Context: an optimization exercise on an open-source flow, tuned for a short achievable clock period and few clock cycles per item. The choices shown serve that exercise and are no tape-out recipe.
The RTL was checked by simulation tests, not by an equivalence proof against the original design.
Power is estimated from default activity; no workload was simulated.

[flow/config.mk]
export PLATFORM = sky130hd
export DESIGN_NAME = rv_pipe_cpu
export DESIGN_NICKNAME = rv_pipe_cpu
export VERILOG_FILES = /design/flow/design.v
export SDC_FILE = /design/flow/constraint.sdc
export NUM_CORES = 4
export LEC_CHECK = 0
export ABC_CLOCK_PERIOD_IN_PS = 2500
export CAP_MARGIN = 20
export CORE_MARGIN = 2
export CORE_UTILIZATION = 55
export SETUP_SLACK_MARGIN = 4.0
export SLEW_MARGIN = 20
[flow/constraint.sdc]
create_clock -name core_clock -period 7.0 [get_ports {clk}]
set_input_delay 1.4000 -clock core_clock [delete_from_list [all_inputs] [get_ports {clk}]]
set_output_delay 1.4000 -clock core_clock [all_outputs]
set_load 0.01 [all_outputs]
[flow/design.v]
`timescale 1ns/1ps
package rv_pkg;
    typedef enum logic [6:0] {
        OPC_OP     = 7'b0110011,
        OPC_OP_IMM = 7'b0010011,
        OPC_LUI    = 7'b0110111,
        OPC_LOAD   = 7'b0000011,
        OPC_STORE  = 7'b0100011,
        OPC_BRANCH = 7'b1100011
    } opcode_e;
    typedef enum logic [2:0] {
        ALU_ADD, ALU_SUB, ALU_AND, ALU_OR, ALU_XOR, ALU_SLT
    } alu_op_e;
    typedef enum logic {
        WB_ALU,
        WB_LOAD
    } wb_sel_e;
    typedef struct packed {
        logic [4:0]            rs1;
        logic [4:0]            rs2;
        logic [4:0]            rd;
        alu_op_e               alu_op;
        logic [32-1:0]   imm;
        logic                  use_imm;
        logic                  is_lui;
        logic                  mem_read;
        logic                  mem_write;
        logic                  is_branch;
        logic                  branch_ne;   
        logic                  reg_write;
        wb_sel_e               wb_sel;
    } ctrl_word_t;
    typedef struct packed {
        logic [32-1:0] pc;
        logic [32-1:0] instr;
    } if_id_t;
    typedef struct packed {
        ctrl_word_t          ctrl;
        logic [32-1:0] pc;
        logic [32-1:0] rs1_val;
        logic [32-1:0] rs2_val;
    } id_ex_t;
    typedef struct packed {
        logic [4:0]          rd;
        logic                reg_write;
        logic                mem_read;
        logic                mem_write;
        wb_sel_e             wb_sel;
        logic [32-1:0] alu_out;
        logic [32-1:0] store_data;
    } ex_mem_t;
    typedef struct packed {
        logic [4:0]          rd;
        logic                reg_write;
        logic [32-1:0] result;
    } mem_wb_t;
endpackage
`timescale 1ns/1ps
module rv_pipe_cpu (
    input  logic        clk,
    input  logic        rst,
    output logic        read_a,
    output logic [31:0] address_a,
    input  logic        resp_a,
    input  logic [31:0] rdata_a,
    output logic        read_b,
    output logic        write_b,
    output logic [31:0] address_b,
    output logic [31:0] wdata_b,
    input  logic        resp_b,
    input  logic [31:0] rdata_b
);
    logic [31:0] pc, pend_pc;
    logic        pend;
    logic [31:0] d_instr, d_pc;
    logic        d_valid;
    logic [31:0] d_oh1, d_oh2;              
    logic [4:0]  d_ra1, d_ra2;              
    logic        d_take;                    
    logic [31:0] d_pc4;
    logic [12:0] d_tlo;                     
    logic        d_thc;                     
    logic [18:0] d_hi_p1, d_hi_m1;          
    logic        e_valid;
    logic [31:0] e_op1, e_op2, e_sdata;
    logic        e_arith, e_neg, e_slt, e_and, e_or, e_xor;
    logic        e_we, e_load, e_store, e_brv, e_x;
    logic [4:0]  e_rd;
    logic [31:0] e_alt;
    logic [31:0] e_pc;
    logic [31:0] res;                       
    logic [31:0] m_res, m_sdata;
    logic        m_we, m_load, m_rdreq, m_wrreq;
    logic [4:0]  m_rd;
    logic [31:0] w_res;
    logic        w_we;
    logic [4:0]  w_rd;
    logic [31:0] regs [0:31];
    logic freeze;         
    logic mispredict;     
    logic id_stall;       
    assign freeze = (m_rdreq | m_wrreq) & ~resp_b;
    assign read_a    = 1'b1;
    assign address_a = pc;
    logic        f_br, f_pred, f_take;
    logic [12:0] f_imm, f_lo;
    logic        f_co;
    logic [31:0] f_target, pc_p4;
    assign f_br   = (rdata_a[6:0] == 7'b1100011);
    assign f_pred = rdata_a[31] | (rdata_a[12] ? (rdata_a[19:15] != rdata_a[24:20])
                                               : (rdata_a[19:15] == rdata_a[24:20]));
    assign f_imm  = {rdata_a[31], rdata_a[7], rdata_a[30:25], rdata_a[11:8], 1'b0};
    rv_add13 i_fadd (.a(pc[12:0]), .b(f_imm), .s(f_lo), .co(f_co));
    assign f_take   = f_br & f_pred;
    assign f_target = {pc[31:13], f_lo};
    assign pc_p4  = pc + 32'd4;
    logic        f_adv;         
    logic        d_fix;         
    logic [31:0] pc_imm;        
    logic        redir;
    logic [31:0] redir_pc, pc_base;
    logic        take_now;
    assign f_adv    = resp_a & ~freeze & ~id_stall;
    logic [31:0] replay_pc;     
    assign replay_pc = e_valid ? e_pc : d_valid ? d_pc : pend ? pend_pc : pc;
    assign redir    = freeze | mispredict | d_fix;
    assign redir_pc = freeze ? replay_pc : mispredict ? e_alt : pc_imm;
    assign pc_base  = (redir & resp_a)    ? redir_pc :
                      (pend & resp_a)     ? pend_pc :
                      (~pend & f_adv)     ? pc_p4 : pc;
    assign take_now = ~redir & ~pend & f_adv & f_take;
    always_ff @(posedge clk) begin
        if (rst) begin
            pc <= 32'h0;
        end else begin
            pc <= take_now ? f_target : pc_base;
        end
    end
    always_ff @(posedge clk) begin
        if (rst) begin
            pend <= 1'b0;
        end else if (redir) begin
            pend <= ~resp_a;
        end else if (resp_a) begin
            pend <= 1'b0;
        end
    end
    always_ff @(posedge clk) begin
        if (redir) pend_pc <= redir_pc;
    end
    logic [6:0]  f_opc;
    logic        f_use1, f_use2;
    logic [4:0]  f_ra1, f_ra2;
    logic [31:0] f_oh1, f_oh2;
    assign f_opc  = rdata_a[6:0];
    assign f_use1 = (f_opc == 7'b0110011) | (f_opc == 7'b0010011) | (f_opc == 7'b0000011) |
                    (f_opc == 7'b0100011) | (f_opc == 7'b1100011);
    assign f_use2 = (f_opc == 7'b0110011) | (f_opc == 7'b0100011) | (f_opc == 7'b1100011);
    assign f_ra1  = f_use1 ? rdata_a[19:15] : 5'd0;
    assign f_ra2  = f_use2 ? rdata_a[24:20] : 5'd0;
    always_comb begin
        for (int i = 0; i < 32; i++) begin
            f_oh1[i] = (i != 0) && (f_ra1 == 5'(i));
            f_oh2[i] = (i != 0) && (f_ra2 == 5'(i));
        end
    end
    always_ff @(posedge clk) begin
        if (f_adv) begin
            d_instr <= rdata_a;
            d_pc    <= pc;
            d_oh1   <= f_oh1;
            d_oh2   <= f_oh2;
            d_ra1   <= f_ra1;
            d_ra2   <= f_ra2;
            d_take  <= f_take;
            d_pc4   <= pc_p4;
            d_tlo   <= f_lo;
            d_thc   <= f_co ^ f_imm[12];
            d_hi_p1 <= pc[31:13] + 19'd1;
            d_hi_m1 <= pc[31:13] - 19'd1;
        end
    end
    always_ff @(posedge clk) begin
        if (rst || mispredict || freeze) begin
            d_valid <= 1'b0;
        end else if (!id_stall) begin
            d_valid <= resp_a & ~pend & ~d_fix;
        end
    end
    logic [6:0] opc;
    logic [2:0] f3;
    logic [4:0] rs1, rs2, rd;
    logic       is_op, is_opi, is_lui, is_load, is_store, is_br, is_alu;
    logic [31:0] imm_i, imm_s, imm_b, imm_u;
    assign opc = d_instr[6:0];
    assign f3  = d_instr[14:12];
    assign rs1 = d_instr[19:15];
    assign rs2 = d_instr[24:20];
    assign rd  = d_instr[11:7];
    assign is_op    = (opc == 7'b0110011);
    assign is_opi   = (opc == 7'b0010011);
    assign is_lui   = (opc == 7'b0110111);
    assign is_load  = (opc == 7'b0000011);
    assign is_store = (opc == 7'b0100011);
    assign is_br    = (opc == 7'b1100011);
    assign is_alu   = is_op | is_opi;
    assign imm_i = {{20{d_instr[31]}}, d_instr[31:20]};
    assign imm_s = {{20{d_instr[31]}}, d_instr[31:25], d_instr[11:7]};
    assign imm_b = {{19{d_instr[31]}}, d_instr[31], d_instr[7], d_instr[30:25],
                    d_instr[11:8], 1'b0};
    assign imm_u = {d_instr[31:12], 12'b0};
    logic alu_f3_ok, we;
    assign alu_f3_ok = (f3 == 3'b000) | (f3 == 3'b010) | (f3 == 3'b100) |
                       (f3 == 3'b110) | (f3 == 3'b111);
    assign we = (is_alu & alu_f3_ok | is_lui | is_load) & (rd != 5'd0);
    logic [31:0] rf1, rf2, v1, v2;
    always_comb begin
        rf1 = 32'h0;
        rf2 = 32'h0;
        for (int i = 1; i < 32; i++) begin
            rf1 = rf1 | ({32{d_oh1[i]}} & regs[i]);
            rf2 = rf2 | ({32{d_oh2[i]}} & regs[i]);
        end
    end
    logic m_hit1, m_hit2, w_hit1, w_hit2, e_hit1, e_hit2;
    logic [31:0] m_val;
    assign m_val  = m_load ? rdata_b : m_res;
    assign e_hit1 = e_valid & e_we & (e_rd == d_ra1) & (d_ra1 != 5'd0);
    assign e_hit2 = e_valid & e_we & (e_rd == d_ra2) & (d_ra2 != 5'd0);
    assign m_hit1 = m_we & (m_rd == d_ra1) & (d_ra1 != 5'd0);
    assign m_hit2 = m_we & (m_rd == d_ra2) & (d_ra2 != 5'd0);
    assign w_hit1 = w_we & (w_rd == d_ra1) & (d_ra1 != 5'd0);
    assign w_hit2 = w_we & (w_rd == d_ra2) & (d_ra2 != 5'd0);
    assign v1 = m_hit1 ? m_val : w_hit1 ? w_res : rf1;
    assign v2 = m_hit2 ? m_val : w_hit2 ? w_res : rf2;
    logic        sub, sub_like, e_hit2b;
    logic [31:0] op2_sel;
    assign sub      = is_op & (f3 == 3'b000) & d_instr[30];
    assign sub_like = sub | is_alu & (f3 == 3'b010);
    assign e_hit2b  = e_hit2 & (is_op | is_br);
    assign op2_sel  = is_op | is_br ? v2 : is_lui ? imm_u : is_store ? imm_s : imm_i;
    assign id_stall = d_valid & e_load & (e_hit1 | e_hit2);
    logic        pred, chk;
    logic [31:0] pc_plus4;
    logic [18:0] d_hi;
    assign d_hi     = d_pc[31:13];
    assign pc_plus4 = d_pc4;
    assign pc_imm   = {d_thc ? (d_instr[31] ? d_hi_m1 : d_hi_p1) : d_hi, d_tlo};
    assign d_fix    = d_valid & d_take & d_thc;
    assign chk  = is_br & ~(imm_b == 32'd4);
    assign pred = d_take;
    always_ff @(posedge clk) begin
        if (rst) begin
            e_valid <= 1'b0;
            e_brv   <= 1'b0;
        end else begin
            e_valid <= d_valid & ~id_stall & ~mispredict & ~freeze;
            e_brv   <= d_valid & ~id_stall & ~mispredict & ~freeze & chk;
        end
    end
    always_ff @(posedge clk) begin
        begin
            e_op1     <= e_hit1  ? res ^ {32{sub_like}} : v1 ^ {32{sub_like}};
            e_op2     <= e_hit2b ? res : op2_sel;
            e_sdata   <= e_hit2  ? res : v2;
            e_arith   <= ~is_alu | (f3 == 3'b000);
            e_neg     <= sub;
            e_slt     <= is_alu & (f3 == 3'b010);
            e_xor     <= is_alu & (f3 == 3'b100);
            e_or      <= is_alu & (f3 == 3'b110);
            e_and     <= is_alu & (f3 == 3'b111);
            e_we      <= we;
            e_load    <= is_load;
            e_store   <= is_store;
            e_x       <= f3[0] ^ pred;
            e_rd      <= rd;
            e_alt     <= pred ? pc_plus4 : pc_imm;
            e_pc      <= d_pc;
        end
    end
    logic [31:0] a, b, sum;
    logic        lt;
    assign a   = e_op1;
    assign b   = e_op2;
    assign sum = a + b;
    assign lt  = (a[31] == b[31]) ? ~a[31] : ~sum[31];
    assign res = ({32{e_arith & ~e_neg}} & sum) | ({32{e_arith & e_neg}} & ~sum) |
                 ({32{e_and}} & (a & b)) | ({32{e_or}} & (a | b)) | ({32{e_xor}} & (a ^ b)) |
                 {31'b0, e_slt & lt};
    logic eq;
    assign eq = (e_op1 == e_op2);
    assign mispredict = e_brv & (eq ^ e_x);
    logic [31:0] sd;
    assign sd = e_sdata;
    always_ff @(posedge clk) begin
        if (rst) begin
            m_we    <= 1'b0;
            m_rdreq <= 1'b0;
            m_wrreq <= 1'b0;
        end else if (!freeze) begin
            m_we    <= e_valid & e_we;
            m_rdreq <= e_valid & e_load;
            m_wrreq <= e_valid & e_store;
        end
    end
    always_ff @(posedge clk) begin
        if (!freeze) begin
            m_res   <= res;
            m_sdata <= sd;
            m_rd    <= e_rd;
            m_load  <= e_load;
        end
    end
    assign read_b    = m_rdreq;
    assign write_b   = m_wrreq;
    assign address_b = m_res;
    assign wdata_b   = m_sdata;
    always_ff @(posedge clk) begin
        if (rst) begin
            w_we <= 1'b0;
        end else begin
            w_we <= m_we & ~freeze;
        end
    end
    always_ff @(posedge clk) begin
        w_res <= m_val;
        w_rd  <= m_rd;
    end
    always_ff @(posedge clk) begin
        if (w_we) regs[w_rd] <= w_res;
    end
endmodule
module rv_add13 (
    input  logic [12:0] a,
    input  logic [12:0] b,
    output logic [12:0] s,
    output logic        co
);
    logic [12:0] g [0:4];
    logic [12:0] p [0:4];
    assign g[0] = a & b;
    assign p[0] = a ^ b;
    for (genvar k = 0; k < 4; k++) begin : g_lvl
        for (genvar i = 0; i < 13; i++) begin : g_bit
            if (i >= (1 << k)) begin : g_m
                assign g[k+1][i] = g[k][i] | (p[k][i] & g[k][i - (1 << k)]);
                assign p[k+1][i] = p[k][i] & p[k][i - (1 << k)];
            end else begin : g_c
                assign g[k+1][i] = g[k][i];
                assign p[k+1][i] = p[k][i];
            end
        end
    end
    assign s  = p[0] ^ {g[4][11:0], 1'b0};
    assign co = g[4][12];
endmodule
[flow/run.sh]
#!/bin/bash
# synth_recipe.tcl (not shown) runs the flow's synth.tcl, then flattens the netlist and writes it again
# the make line also repeats each setting of config.mk as NAME=value (left out here)
make -C /OpenROAD-flow-scripts/flow DESIGN_CONFIG=/design/flow/config.mk WORK_HOME=/design/flow/orfs CLKGATE_MAP_FILE= SYNTH_SCRIPT=/design/flow/synth_recipe.tcl finish
==> impl.org <==
** Cells and area
- Area Overhead vs Synth :: 20.4%
- Final standard cell count with taps included and fillers excluded :: 7284
- At the end of the flow the core is filled with cells to around two thirds.
- Fill cells in the final layout number 9031.
- The library cells used most frequently in the layout, excluding fill and tap cells, are 1311 x sky130_fd_sc_hd__edfxtp_1, 317 x sky130_fd_sc_hd__a22oi_1, 301 x sky130_fd_sc_hd__a221oi_1, 294 x sky130_fd_sc_hd__a22o_1, 283 x sky130_fd_sc_hd__buf_4.
- Of the cells placed in the final design, the portion with a size suffix greater than 1 is 20.1%.
- Number of nets in the layout :: roughly 5.6k
- The library cell used most frequently in the layout, excluding fill and tap cells, is sky130_fd_sc_hd__edfxtp_1.

** Detailed routing
- Number of violations reported at the end of detailed-routing iteration 0 :: 13.6k
- Via count of the routed design :: 56.4k
- Number of optimization iterations in the first detailed-route pass :: 10
- Dividing the detail-routed wire length by the instance count gives 42.5 um.
- The count of nets left with antenna violations once routing finished came out at 0.
- DRC errors left :: 0
- The final layout contains routed wiring with a total length of 309000 um.
- Using the TritonRoute via totals, the vias-per-cell ratio works out to 7.74.

** Logic synthesis
- Largest area contributor in the netlist :: sky130_fd_sc_hd__edfxtp_1
- The share of the Yosys chip area taken by registers is roughly two thirds.
- Most frequently used flop master after synthesis :: sky130_fd_sc_hd__edfxtp_1
- Seq cells post-synth :: 1563
- Yosys top cell area share :: 57.7%
- Top cells by area, synth :: sky130_fd_sc_hd__edfxtp_1 58%, sky130_fd_sc_hd__dfxtp_1 7.4%, sky130_fd_sc_hd__a221oi_1 4.0%
- Fraction of registers with async set or reset after synthesis :: 0%
- Synth Area per Inst :: 13.2 um2
- For this run, the number of Yosys warnings is 4.
- Counting every instance in the synthesized netlist gives 5164.
- Yosys mapped a number of flops with a built-in enable equal to roughly 1.3k.
- After synthesis the cells add up to 68200 um2.
- Count of different cell masters after synthesis :: 93
- Synth Net Count :: around 5.3k

** GRT
- For this run, the total global-route usage over all layers was measured as 47.4%.
- Entering global routing, the biggest net connects 74 pins.
- The number of global-route vias before repair is just over 50k.
- First-pass GRT wire length :: 414000 um
- The initial antenna violation count is 22.
- Global routing finished with a remaining overflow of 0.

** Floorplan
- After floorplanning, the core was divided into 129 placement rows.
- Number of primary I/O pins :: 167
- For this configuration, the core starts out at a cell density of 55.3%.
- The region available for standard cell placement spans 123000 um2.
- The floorplan step set the die width to 356 um.
- Height of the die :: 356 um
- Die Area :: roughly 130000 um2

** Timing
- Highest Clock Rate :: 320 MHz
- Setup violations remaining at the end of the flow were counted as 0.
- At the pin with the least slew margin, the transition time is 1.20 ns.
- Headroom to the max-slew limit came out at 20.3%.
- Post-layout minimum cycle time :: 3.12 ns
- For the final database, setup skew stands at about 0.047 ns.
- RSZ-0062 raised after global routing :: yes
- Post-route fraction of the period consumed by the critical path :: 44.6%
- The number of endpoints with negative hold slack in the final report came to 0.
- Worst Slack Setup Final :: slightly below 4 ns
- The final max-slew violation count came to 0.
- Setup TNS after final layout :: 0 ns

** Worst setup path
- Maximum net fanout on the critical path :: 8
- Element type at the critical path start :: register
- Critical path type :: reg -> reg
- Required arrival time at the worst endpoint :: 7.62 ns
- STA classifies the critical path endpoint as a register.
- Arrival time at the worst endpoint :: 3.75 ns

** Flow run
- Max-cap violations in this run came to 0.

** Clock tree
- The clock passes through at most 3 buffers.
- TritonCTS Buffers :: ~160
- Later-pin clock latency in the skew report :: 0.83 ns
- The H-tree was split into 4 levels.
- Clock input transition at the sequential cells of the worst setup and hold paths :: 0.07 ns
- Clock Sinks :: 1563
- Clock tree from TritonCTS :: done
- The root buffer cell chosen for the clock tree is sky130_fd_sc_hd__clkbuf_16.

** Pwr
- In this run, flip-flops and latches consume between 50% and 60% of the power.
- Combinational logic burns 4.3% of the power.
- Net switching power :: 4590 uW
- Cell internal power was estimated by the tool at 15900 uW.
- For this design the ratio of total power to cell area is 250 nW/um2.
- Switching part of the total power :: 22.4%
- Maximum vdd ir drop :: 0.000259 V
- Clock power share :: between 40 and 50%
- The analysis attributes to cell leakage a power of 0.0288 uW.

** Run status
- Run status :: no timing/DRC/antenna violations

** Place
- During placement, the flow inserted port buffers numbering 165.
- At the end of routability-driven placement, the weighted congestion stood at between 0.9 and 1.
- Timing analysis after detailed placement gives a worst setup slack of 2.16 ns.
- The number of placed instances, taps included, is 6760.
- Detailed-placement wirelength estimate :: 169000 um

** Min path
- The path class of the tightest hold or removal check is reg -> reg.
per-layer routing:
layer | wire length (um) | track usage (%)
met4 | 26900 | 31.5
met1 | 103000 | 60.3
met5 | 327 | 1.15
met3 | 52800 | 19.8
met2 | 126000 | 66.0
Yosys cell counts (6+ instances only):
library cell,n
sky130_fd_sc_hd__a211o_1,7
sky130_fd_sc_hd__or3_1,9
sky130_fd_sc_hd__buf_2,43
sky130_fd_sc_hd__a21oi_1,219
sky130_fd_sc_hd__a211oi_2,11
sky130_fd_sc_hd__xnor2_1,113
sky130_fd_sc_hd__a21o_1,38
sky130_fd_sc_hd__nand3_1,81
sky130_fd_sc_hd__nand3b_1,14
sky130_fd_sc_hd__buf_1,48
sky130_fd_sc_hd__nor2b_1,6
sky130_fd_sc_hd__o2bb2ai_1,6
sky130_fd_sc_hd__a221oi_1,308
sky130_fd_sc_hd__xor2_1,77
sky130_fd_sc_hd__clkbuf_1,280
sky130_fd_sc_hd__mux2_2,68
sky130_fd_sc_hd__nor2_1,314
sky130_fd_sc_hd__a22oi_1,322
sky130_fd_sc_hd__edfxtp_1,1311
sky130_fd_sc_hd__o211ai_1,16
sky130_fd_sc_hd__ha_1,79
sky130_fd_sc_hd__and2_1,17
sky130_fd_sc_hd__a222oi_1,64
sky130_fd_sc_hd__a31oi_1,8
sky130_fd_sc_hd__a311oi_1,7
sky130_fd_sc_hd__nand2_1,217
sky130_fd_sc_hd__a211oi_1,112
sky130_fd_sc_hd__or4_1,7
sky130_fd_sc_hd__nor4_1,27
sky130_fd_sc_hd__o21ai_0,139
sky130_fd_sc_hd__nor3_1,95
sky130_fd_sc_hd__o22ai_1,27
sky130_fd_sc_hd__mux2i_1,86
sky130_fd_sc_hd__and3_1,44
sky130_fd_sc_hd__nor3b_1,6
sky130_fd_sc_hd__nand2b_1,15
sky130_fd_sc_hd__a22o_1,294
sky130_fd_sc_hd__nand4_1,149
sky130_fd_sc_hd__dfxtp_1,252
sky130_fd_sc_hd__inv_1,130
sky130_fd_sc_hd__or2_2,7
metrics by stage:
stage	power [uW]	hold slack, ns	instance area, um2
CTS	20400	0.370	80100
global route	20900	0.383	82000
detailed placement	11600	0.355	72100
finish	20500	0.369	82100
global placement	11500	0.354	72100
floorplan	11100	0.348	68300
state kept, by name, summed over array words and instances (netlist names), 13 cells and up:
| register | count |
|---|---|
| d_hi_m1 | 19 |
| d_hi_p1 | 18 |
| d_instr | 32 |
| d_oh1 | 31 |
| d_oh2 | 31 |
| d_pc | 30 |
| d_pc4 | 31 |
| d_tlo | 13 |
| e_alt | 32 |
| e_op1 | 32 |
| e_op2 | 32 |
| e_pc | 32 |
| e_sdata | 32 |
| m_res | 32 |
| m_sdata | 32 |
| pc | 32 |
| pend_pc | 32 |
| regs | 992 |
| w_res | 32 |
worst paths after layout:
path	from	to	slack, ns	cells after the start
setup reg to reg	e_op1[18]$_DFF_P_	pc[11]$_SDFFE_PP0P_	3.88	14
hold reg to reg	d_pc[11]$_DFFE_PP_	e_pc[11]$_DFF_P_	0.37	0
hold / removal	d_pc[11]$_DFFE_PP_	e_pc[11]$_DFF_P_	0.37	0
setup / recovery	e_op1[18]$_DFF_P_	pc[11]$_SDFFE_PP0P_	3.88	14
cell type report:
type | instances | area (um2) | share of cell area (%)
well taps | 1637 | 2050 | 2.50
clock inverters | 83 | 901 | 1.10
repair buffers | 540 | 5190 | 6.32
multi-input cells | 3096 | 24300 | 29.6
flip-flops and latches | 1563 | 44600 | 54.3
inverters | 131 | 504 | 0.614
repair inverters | 1 | 7.51 | 0.00915
diodes | 11 | 27.5 | 0.0335
clock buffers | 222 | 4560 | 5.56
critical path: stages, from the launching register on:
cell and delay (ns):
sky130_fd_sc_hd__dfxtp_1 0.33, sky130_fd_sc_hd__inv_1 0.07, sky130_fd_sc_hd__ha_4 0.28, sky130_fd_sc_hd__nor4_4 0.28, sky130_fd_sc_hd__nand4_1 0.27, sky130_fd_sc_hd__o21a_1 0.29
sky130_fd_sc_hd__o21ai_4 0.27, sky130_fd_sc_hd__buf_6 0.18, sky130_fd_sc_hd__buf_16 0.15, sky130_fd_sc_hd__buf_8 0.12, sky130_fd_sc_hd__mux2i_2 0.24, sky130_fd_sc_hd__a21oi_2 0.10
sky130_fd_sc_hd__a21oi_2 0.16, sky130_fd_sc_hd__o31a_1 0.13, sky130_fd_sc_hd__a21oi_1 0.06
power groups by stage:
stage	clock [uW]	sequential [uW]	combinational (uW)
global placement	0	10800	715
floorplan	0	10700	430
CTS	8940	10600	804
detailed placement	0	10800	722
global route	9320	10700	932
finish	8970	10600	881
repair_timing:
| item | 4_1_cts | 5_1_grt |
|---|---|---|
| gates resized for setup | 433 | 277 |
| buffers inserted | 121 | 64 |
| pin swaps | 48 | 107 |
| setup endpoints to repair | 709 | 373 |
| cloned | 12 | 11 |
| hold buffers | 0 | 0 |
cells by family after synthesis:
kind of cell | share of synthesized area (%)
AO/OA/AOI/OAI | 18.1
XOR/XNOR | 2.44
adder cells (fa/ha/maj) | 1.51
buffers and inverters | 3.01
flip-flops | 65.1
multiplexers | 2.39
other | 0.00550
AND/OR/NAND/NOR | 7.43
Testbench counts, summed over its fixed seeds: cycles 17,855, instrs 17,032.

## afterwards: timing with drivers on the ports
In the flow no input, the clock included, has a driving cell. The finished layout below was timed again as built, in two steps.
Step 1: set_driving_cell puts a clkbuf_16 on clk and a buf_2 on each other input, an assumption about the parent block.
Step 2 moves the port delays by t, midway between the first and last clock arrival at a register: inputs arrive t later, outputs are due t later. That takes back most of the time a late clock gives input paths.
Slacks: ideal / step 1 / step 2; pairs: ideal / step 1.
t (ns): 0.888
slack for setup (ns): 3.877 / 3.877 / 3.103
worst setup path after step 2: input to register
After both steps this run still meets setup and hold. The setup slack of this run moves by 0.000 ns with the drivers and by -0.774 ns with both steps.
